What follows belongs to an exercise in optimizing a design on an open flow for small area; a production flow would make more cautious choices. Power figures rest on the tool's default switching activity, not on a simulated workload.

==> flow/design.v (excerpt) <==
module resample_interp #(
    parameter int SYM_WIDTH = 1,
    parameter int INT_WIDTH = 1,
    parameter int DEC_WIDTH = 14,
    parameter int MU_WIDTH  = 8,
    parameter int DEPTH     = 8,
    parameter int CNT_WIDTH = 16,
    localparam int DW = SYM_WIDTH + INT_WIDTH + DEC_WIDTH,
    localparam int LW = $clog2(DEPTH) + 1
) (
    input  logic                 clk,
    input  logic                 rst,
    input  logic                 flush,
    input  logic                 in_valid,
    input  logic [DW-1:0]        in_i,
    input  logic [DW-1:0]        in_q,
    input  logic                 mk,
    input  logic [MU_WIDTH-1:0]  mu,
    input  logic                 mode,
    input  logic                 out_ready,
    output logic                 out_valid,
    output logic [DW-1:0]        out_i,
    output logic [DW-1:0]        out_q,
    output logic [LW-1:0]        fifo_level,
    output logic                 overflow,
    output logic [CNT_WIDTH-1:0] sym_cnt
);
For scale: ~1500 cells after synthesis, ~420 flip-flops, about 23000 sq um of cells after synthesis.
==> flow/config.mk <==
export PLATFORM = sky130hd
export DESIGN_NAME = resample_interp
export DESIGN_NICKNAME = resample_interp
export VERILOG_FILES = /design/flow/design.v
export SDC_FILE = /design/flow/constraint.sdc
export NUM_CORES = 4
export LEC_CHECK = 0
export CAP_MARGIN = 20
export CORE_MARGIN = 2
export CORE_UTILIZATION = 65
export PLACE_DENSITY = 0.75
export SLEW_MARGIN = 20
export SYNTH_HIERARCHICAL = 1
export SYNTH_MINIMUM_KEEP_SIZE = 0
==> flow/constraint.sdc <==
create_clock -name core_clock -period 6.0 [get_ports {clk}]
set_input_delay 1.2000 -clock core_clock [delete_from_list [all_inputs] [get_ports {clk}]]
set_output_delay 1.2000 -clock core_clock [all_outputs]
set_load 0.01 [all_outputs]
standard.sh (not shown) runs the stock make flow with config.mk's settings and CLKGATE_MAP_FILE= SYNTH_SCRIPT=/design/flow/synth_recipe.tcl, a recipe that flattens the netlist after the stock synthesis.
==> flow/flow/run.sh <==
#!/bin/bash
# Layout flow: the standard ORFS flow (standard.sh, unchanged synthesis)
# with two changes to the layout steps:
#   * port buffers use the smallest buffer (buf_1) instead of the resizer's
#     default choice; every input and output port still gets a buffer;
#   * clock tree synthesis runs without dummy loads, with the same clustering
#     settings as config.mk.
# Each tool's full output is in orfs/logs/ (one log per step); make's own
# output goes to flow_make.log in the work folder.
set -euo pipefail
export BUFFER_PORTS_ARGS="-buffer_cell sky130_fd_sc_hd__buf_1"
export CTS_ARGS="-sink_clustering_enable -repair_clock_nets -dont_use_dummy_load -buf_list sky130_fd_sc_hd__clkbuf_8 -sink_clustering_size 20 -sink_clustering_max_diameter 50"
bash standard.sh > flow_make.log 2>&1
The first run passed the timing, DRC and antenna checks.
Edit:
==> flow/flow/run.sh (replaced) <==
#!/bin/bash
# Layout flow: the standard ORFS flow (standard.sh) with the standard
# synthesis unchanged, and these changes to the layout steps only:
#   * port buffers use the smallest buffer (buf_1); every input and output
#     port still gets its buffer;
#   * clock tree synthesis without dummy loads, clkbuf_8 tree buffers;
#   * placement-time repair may not use the large buffers (buf_4 and up).
# Each ORFS step writes its full log under orfs/logs/; make's output goes to
# make_synth.log and make_layout.log in the work folder.
set -euo pipefail
bash standard.sh synth > make_synth.log 2>&1
export BUFFER_PORTS_ARGS="-buffer_cell sky130_fd_sc_hd__buf_1"
export CTS_ARGS="-sink_clustering_enable -repair_clock_nets -dont_use_dummy_load -buf_list sky130_fd_sc_hd__clkbuf_8 -sink_clustering_size 20 -sink_clustering_max_diameter 50"
export DONT_USE_CELLS="sky130_fd_sc_hd__buf_4 sky130_fd_sc_hd__buf_6 sky130_fd_sc_hd__buf_8 sky130_fd_sc_hd__buf_12 sky130_fd_sc_hd__buf_16 sky130_fd_sc_hd__bufbuf_8 sky130_fd_sc_hd__bufbuf_16"
bash standard.sh > make_layout.log 2>&1
- first-iteration DRC count is unchanged
- setup slack is unchanged
- total power is unchanged
- count of clock-buffer cells in the layout does not change
- via count is unchanged
- design area is unchanged
- routed wire length does not change
Edit:
==> flow/flow/run.sh (replaced) <==
#!/bin/bash
# Layout flow: the standard ORFS flow (standard.sh, unchanged synthesis)
# with two changes to the layout steps:
#   * port buffers use the smallest buffer (buf_1) instead of the resizer's
#     default choice; every input and output port still gets a buffer;
#   * clock tree synthesis runs without dummy loads, with the same clustering
#     settings as config.mk.
# Each tool's full output is in orfs/logs/ (one log per step); make's own
# output goes to flow_make.log in the work folder.
set -euo pipefail
export BUFFER_PORTS_ARGS="-buffer_cell sky130_fd_sc_hd__buf_1"
export CTS_ARGS="-sink_clustering_enable -repair_clock_nets -dont_use_dummy_load -buf_list sky130_fd_sc_hd__clkbuf_4 -sink_clustering_size 10 -sink_clustering_max_diameter 35"
bash standard.sh > flow_make.log 2>&1
What happened: The changed run completed without violations. Final cell count rose by 1.5%. Final area hardly moves. Power is about the same. Via count rose by 1.3%. Sequential share of layout area stays flat.
Function was not checked in any run of this note: the RTL went through the layout flow alone.

==> static timing again, ports no longer ideal <==
The results above use ideal ports. As a check the final layouts listed here were re-extracted and re-timed, cells and wires unchanged.
Step 1 assumes that a clkbuf_16 drives the clock port and a buf_2 every other input.
Step 2 adds t to the input delays and takes it off the output delays; t is the mean of the earliest and latest rising clock arrival at the registers after step 1. Input paths then give back, and output paths get back, about the clock's delay inside the block.
a / b / c = ideal / step 1 / step 2; a / b = the first two.
run | shift t [ns] | setup WS [ns] | latest minus earliest clock arrival (ns)
the first run | 0.637 | 0.462 / 0.462 / 0.462 | 0.090 / 0.090
the second run | 0.637 | 0.462 / 0.462 / 0.462 | 0.090 / 0.090
the third run | 0.786 | 0.452 / 0.452 / 0.452 | 0.101 / 0.102
After both steps every run listed still meets setup and hold.
